Context: an optimization exercise on an open-source flow, tuned for small area, a short achievable clock period and few clock cycles per item. The choices shown serve that exercise and are no tape-out recipe. Function was checked by simulation only, so behaviour that the tests miss may differ from the original. Power and IR drop assume default switching activity.

## the previous run
==> flow/design.v <==
package prt_pkg;
   localparam int TABLE_DEPTH_DEF = 16;
   localparam logic [1:0] CMD_ADD    = 2'd0;
   localparam logic [1:0] CMD_DELETE = 2'd1;
   localparam logic [1:0] CMD_COLL   = 2'd2;
   localparam logic [1:0] CMD_EXISTS = 2'd3;
   localparam logic [2:0] ST_OK       = 3'd0;
   localparam logic [2:0] ST_INVALID  = 3'd1;
   localparam logic [2:0] ST_COLLIDE  = 3'd2;
   localparam logic [2:0] ST_FULL     = 3'd3;
   localparam logic [2:0] ST_NOTFOUND = 3'd4;
   typedef struct packed {
      logic        proto;
      logic [15:0] start;
      logic [15:0] stop;
   } entry_type;
   typedef struct packed {
      logic overlap;
      logic exact;
   } match_type;
endpackage
module prt_cmp (
   input  prt_pkg::entry_type key,
   input  prt_pkg::entry_type entry,
   output prt_pkg::match_type match
);
   function automatic logic lt16(input logic [15:0] a, input logic [15:0] b);
      logic [15:0] lt, eq;
      lt = ~a & b;
      eq = ~(a ^ b);
      for (int w = 1; w < 16; w = w * 2) begin
         for (int i = 0; i < 16; i = i + 2 * w) begin
            lt[i] = lt[i + w] | (eq[i + w] & lt[i]);
            eq[i] = eq[i + w] & eq[i];
         end
      end
      lt16 = lt[0];
   endfunction
   logic same_proto;
   assign same_proto    = (entry.proto == key.proto);
   assign match.overlap = same_proto && lt16(entry.start, key.stop) && lt16(key.start, entry.stop);
   assign match.exact   = same_proto && (entry.start == key.start) && (entry.stop == key.stop);
endmodule
module prt_cmp_inv (
   input  prt_pkg::entry_type key,
   input  prt_pkg::entry_type entry,    
   output prt_pkg::match_type match
);
   prt_pkg::entry_type ent;
   assign ent = {entry.proto, ~entry.start, entry.stop};
   prt_cmp u_cmp (
      .key   (key),
      .entry (ent),
      .match (match)
   );
endmodule
module prt_table #(
   parameter int DEPTH = prt_pkg::TABLE_DEPTH_DEF
) (
   input  logic                 clock,
   input  logic                 reset,
   input  prt_pkg::entry_type   key1,        
   input  prt_pkg::entry_type   key2,        
   input  logic [DEPTH-1:0]     del_vec,     
   input  logic                 add_en,      
   input  logic                 del_en,      
   input  logic                 one_free,    
   output logic [DEPTH-1:0]     overlap,     
   output logic [DEPTH-1:0]     exact,       
   output logic [DEPTH-1:0]     first_free,
   output logic [DEPTH-1:0]     valid,
   output logic                 full
);
   logic [32:0]        mem [DEPTH];    
   prt_pkg::entry_type key2_st;
   assign key2_st = {key2.proto, ~key2.start, key2.stop};
   logic [DEPTH-1:0]   valid_ff, valid_in, keep;
   logic               full_ff;
   for (genvar i = 0; i < DEPTH; i++) begin : g_ent
      prt_pkg::match_type m;
      prt_pkg::entry_type ent;
      assign ent = mem[i];
      prt_cmp_inv u_cmp (
         .key   (key1),
         .entry (ent),
         .match (m)
      );
      assign overlap[i] = m.overlap && keep[i];
      assign exact[i]   = m.exact && keep[i];
      always_ff @(posedge clock) begin
         if (!valid_ff[i]) begin
            mem[i] <= key2_st;
         end
      end
   end
   always_comb begin
      logic seen;
      seen = 1'b0;
      for (int i = 0; i < DEPTH; i++) begin
         first_free[i] = !valid_ff[i] && !seen;
         seen          = seen || !valid_ff[i];
      end
   end
   assign full  = full_ff;
   assign valid = valid_ff;
   assign keep = valid_ff & ~del_vec;
   always_comb begin
      valid_in = keep;
      if (add_en) valid_in = valid_in | first_free;
   end
   always_ff @(posedge clock) begin
      if (reset) begin
         valid_ff <= '0;
         full_ff  <= 1'b0;
      end else begin
         valid_ff <= valid_in;
         full_ff  <= (full_ff && !del_en) || (add_en && one_free);
      end
   end
endmodule
module port_range_table_core #(
   parameter int DEPTH = prt_pkg::TABLE_DEPTH_DEF
) (
   input  logic        clock,
   input  logic        reset,
   input  logic        req_valid,
   output logic        req_ready,
   input  logic [1:0]  req_command,
   input  logic [15:0] req_first_port,
   input  logic [15:0] req_range_size,
   input  logic        req_protocol,
   output logic        rsp_valid,
   input  logic        rsp_ready,
   output logic [2:0]  rsp_status,
   output logic        rsp_hit,
   output logic [4:0]  rsp_entries_used
);
   localparam int CNT_W = $clog2(DEPTH + 1);
   localparam int QD    = 4;
   logic [16:0]        port_sum;
   logic               accept, pop;
   logic               v1_ff;
   logic [1:0]         cmd1_ff;
   logic               bad1_ff;
   prt_pkg::entry_type key1_ff;
   logic [DEPTH-1:0]   ov1;
   prt_pkg::match_type byp1;
   logic               bad2_ff;
   logic [1:0]         cmd2_ff;
   logic               is_add2_ff, is_del2_ff, is_rsp2_ff;
   prt_pkg::entry_type key2_ff;
   logic [DEPTH-1:0]   ov2_ff;
   logic               byp_ov2_ff, byp_ex2_ff;
   logic [DEPTH-1:0]   prev_add_ff;    
   logic [DEPTH-1:0]   valid, ov2, del_vec, first_free;
   logic               added_ff, ov_byp, ex_byp;
   logic [DEPTH-1:0]   ex1, ex2_ff, ex2;
   logic               any_ov, any_ex, full;
   logic               add_ok, del_ok;
   logic [2:0]         status_in;
   logic               hit_in;
   logic [CNT_W-1:0]   used_ff, used_in, used_up_ff, used_dn_ff, used_p2, used_m2;
   logic [8:0]         q_mem [QD];
   logic [8:0]         q_in;
   logic [2:0]         q_cnt_ff;       
   logic               q_nonempty_ff;
   logic [2:0]         inflight_ff;    
   logic               ready_ff;
   assign accept    = req_valid && req_ready;
   assign pop       = rsp_valid && rsp_ready;
   assign port_sum  = {1'b0, req_first_port} + {1'b0, req_range_size};
   always_ff @(posedge clock) begin
      if (reset) begin
         v1_ff       <= 1'b0;
         is_rsp2_ff  <= 1'b0;
         is_add2_ff  <= 1'b0;
         is_del2_ff  <= 1'b0;
         prev_add_ff <= '0;
         added_ff    <= 1'b0;
      end else begin
         v1_ff       <= accept;
         is_rsp2_ff  <= v1_ff;
         is_add2_ff  <= v1_ff && !bad1_ff && (cmd1_ff == prt_pkg::CMD_ADD);
         is_del2_ff  <= v1_ff && !bad1_ff && (cmd1_ff == prt_pkg::CMD_DELETE);
         prev_add_ff <= first_free & {DEPTH{add_ok}};
         added_ff    <= add_ok;
      end
   end
   always_ff @(posedge clock) begin
      cmd1_ff       <= req_command;
      bad1_ff       <= (req_range_size == 16'd0) || port_sum[16];
      key1_ff.proto <= req_protocol;
      key1_ff.start <= req_first_port;
      key1_ff.stop  <= port_sum[15:0];
   end
   prt_table #(
      .DEPTH(DEPTH)
   ) u_table (
      .clock      (clock),
      .reset      (reset),
      .key1       (key1_ff),
      .key2       (key2_ff),
      .del_vec    (del_vec),
      .add_en     (add_ok),
      .del_en     (del_ok),
      .one_free   (used_ff == CNT_W'(DEPTH - 1)),
      .overlap    (ov1),
      .exact      (ex1),
      .first_free (first_free),
      .valid      (valid),
      .full       (full)
   );
   prt_cmp u_byp (
      .key   (key1_ff),
      .entry (key2_ff),
      .match (byp1)
   );
   always_ff @(posedge clock) begin
      bad2_ff    <= bad1_ff;
      cmd2_ff    <= cmd1_ff;
      key2_ff    <= key1_ff;
      ov2_ff     <= ov1;
      ex2_ff     <= ex1;
      byp_ov2_ff <= byp1.overlap;
      byp_ex2_ff <= byp1.exact;
   end
   assign ov2     = ov2_ff;
   assign ex2     = ex2_ff;
   assign ov_byp  = byp_ov2_ff && added_ff;
   assign ex_byp  = byp_ex2_ff && added_ff;
   assign any_ov  = (|ov2) || ov_byp;
   assign any_ex  = (|ex2) || ex_byp;
   assign add_ok  = is_add2_ff && !any_ov && !full;
   assign del_ok  = is_del2_ff && any_ex;
   assign del_vec = (ex2 | (prev_add_ff & {DEPTH{byp_ex2_ff}})) & {DEPTH{is_del2_ff}};
   always_comb begin
      status_in = prt_pkg::ST_OK;
      hit_in    = 1'b0;
      if (bad2_ff) begin
         status_in = prt_pkg::ST_INVALID;
      end else begin
         case (cmd2_ff)
            prt_pkg::CMD_ADD: begin
               if (any_ov)     status_in = prt_pkg::ST_COLLIDE;
               else if (full)  status_in = prt_pkg::ST_FULL;
            end
            prt_pkg::CMD_DELETE: begin
               if (!any_ex)    status_in = prt_pkg::ST_NOTFOUND;
            end
            prt_pkg::CMD_COLL: hit_in = any_ov;
            default:           hit_in = any_ex;
         endcase
      end
   end
   assign used_p2 = used_ff + CNT_W'(2);
   assign used_m2 = used_ff - CNT_W'(2);
   always_comb begin
      used_in = used_ff;
      if (add_ok) begin
         used_in = used_up_ff;
      end else if (del_ok) begin
         used_in = used_dn_ff;
      end
   end
   always_ff @(posedge clock) begin
      if (reset) begin
         used_ff    <= '0;
         used_up_ff <= CNT_W'(1);
         used_dn_ff <= '1;
      end else if (add_ok) begin
         used_ff    <= used_up_ff;
         used_up_ff <= used_p2;
         used_dn_ff <= used_ff;
      end else if (del_ok) begin
         used_ff    <= used_dn_ff;
         used_up_ff <= used_ff;
         used_dn_ff <= used_m2;
      end
   end
   assign q_in = {status_in, hit_in, 5'(used_in)};
   always_ff @(posedge clock) begin
      for (int i = 0; i < QD; i++) begin
         if (pop) begin
            if (32'(i + 1) < 32'(q_cnt_ff)) begin
               q_mem[i] <= q_mem[i + 1 < QD ? i + 1 : i];
            end else if (32'(i + 1) == 32'(q_cnt_ff)) begin
               q_mem[i] <= q_in;
            end
         end else if (32'(i) >= 32'(q_cnt_ff)) begin
            q_mem[i] <= q_in;
         end
      end
   end
   always_ff @(posedge clock) begin
      if (reset) begin
         q_cnt_ff      <= '0;
         q_nonempty_ff <= 1'b0;
         inflight_ff   <= '0;
         ready_ff      <= 1'b0;
      end else begin
         q_cnt_ff      <= q_cnt_ff + 3'(is_rsp2_ff) - 3'(pop);
         q_nonempty_ff <= (q_cnt_ff + 3'(is_rsp2_ff) - 3'(pop)) != 3'd0;
         inflight_ff   <= inflight_ff + 3'(accept) - 3'(pop);
         ready_ff      <= (inflight_ff + 3'(accept) - 3'(pop)) < 3'(QD);
      end
   end
   assign req_ready = ready_ff;
   assign rsp_valid = q_nonempty_ff;
   assign {rsp_status, rsp_hit, rsp_entries_used} = q_mem[0];
endmodule
clock: 5.0 ns
lec_check: 0
cap_margin: 20
core_margin: 2
core_utilization: 60
cts_buf_list: sky130_fd_sc_hd__clkbuf_8 sky130_fd_sc_hd__clkbuf_16
cts_cluster_diameter: 60
cts_cluster_size: 20
setup_slack_margin: 2.8
slew_margin: 20
run.sh (not shown) runs the stock make flow with config.mk's settings and CLKGATE_MAP_FILE= SYNTH_SCRIPT=/design/flow/synth_recipe.tcl, a recipe that flattens the netlist after the stock synthesis.
Testbench counts of the previous run, summed over its fixed seeds: cycles 12,024, items 12,000.
[inputs] the current run vs the previous run
-- flow/design.v --
<<< the previous run, line 160
   logic [2:0]         status_in;
   logic               hit_in;
   logic [CNT_W-1:0]   used_ff, used_in, used_up_ff, used_dn_ff, used_p2, used_m2;
   logic [8:0]         q_mem [QD];
   logic [8:0]         q_in;
>>> the current run, line 160
   logic [2:0]         status_in;
   logic               hit_in;
   logic [CNT_W-1:0]   used_ff, used_in, used_up, used_dn;
   logic [8:0]         q_mem [QD];
   logic [8:0]         q_in;
<<< the previous run, line 253
      end
   end
   assign used_p2 = used_ff + CNT_W'(2);
   assign used_m2 = used_ff - CNT_W'(2);
   always_comb begin
      used_in = used_ff;
      if (add_ok) begin
         used_in = used_up_ff;
      end else if (del_ok) begin
         used_in = used_dn_ff;
      end
   end
   always_ff @(posedge clock) begin
      if (reset) begin
         used_ff    <= '0;
         used_up_ff <= CNT_W'(1);
         used_dn_ff <= '1;
      end else if (add_ok) begin
         used_ff    <= used_up_ff;
         used_up_ff <= used_p2;
         used_dn_ff <= used_ff;
      end else if (del_ok) begin
         used_ff    <= used_dn_ff;
         used_up_ff <= used_ff;
         used_dn_ff <= used_m2;
      end
   end
>>> the current run, line 253
      end
   end
   assign used_up = used_ff + CNT_W'(1);
   assign used_dn = used_ff - CNT_W'(1);
   always_comb begin
      used_in = used_ff;
      if (add_ok) begin
         used_in = used_up;
      end else if (del_ok) begin
         used_in = used_dn;
      end
   end
   always_ff @(posedge clock) begin
      if (reset) begin
         used_ff <= '0;
      end else begin
         used_ff <= used_in;
      end
   end
## What came out
Between the previous run and the current run, power decreased. The current run vs the previous run — clock network fraction of design power dropped 1.1 points. As far as sequential power is concerned, the previous run and the current run perform about the same. There was hardly any difference in layout overhead on the synthesized area between the previous run and the current run. In the current run, the count of buffer and inverter cells on the critical path came out 1 above the value in the previous run. When the final numbers for the previous run and the current run were put side by side, the worst hold slack turned out to be greater in the previous run. The lower switching power total of the previous run and the current run is in the current run. In the current run, the fmax came out 26 MHz below the value in the previous run. The previous run -> the current run: number of H-tree levels delta 0, exact match.
Testbench counts of the current run, summed over its fixed seeds: cycles 12,024, items 12,000.

-- what the ideal ports hide --
No port has a modelled driver above. Below, the same layouts with a new extraction and two added sets of constraints.
Step 1 sets driving cells, clkbuf_16 on the clock port and buf_2 on the other inputs (assumed; they add their load-dependent delay and slew).
Step 2 also shifts input and output timing later by t, the mid clock arrival at the registers, as if the neighbouring blocks saw the same clock.
Slacks: ideal ports / drivers / drivers and shift; pairs: ideal ports / drivers.
run	t, ns	slack for setup (ns)	hold slack, ns	worst setup path at the end	worst data-port slew with drivers (ns)
the previous run	0.720	2.622 / 2.622 / 2.045	0.409 / 0.409 / 0.409	input to register	0.04
the current run	0.709	2.468 / 2.468 / 1.900	0.373 / 0.373 / 0.373	input to register	0.06
After both steps setup and hold are still met in every run listed. The setup slack of the previous run, which loses most, moves by 0.000 ns with the drivers and by -0.577 ns with both steps.
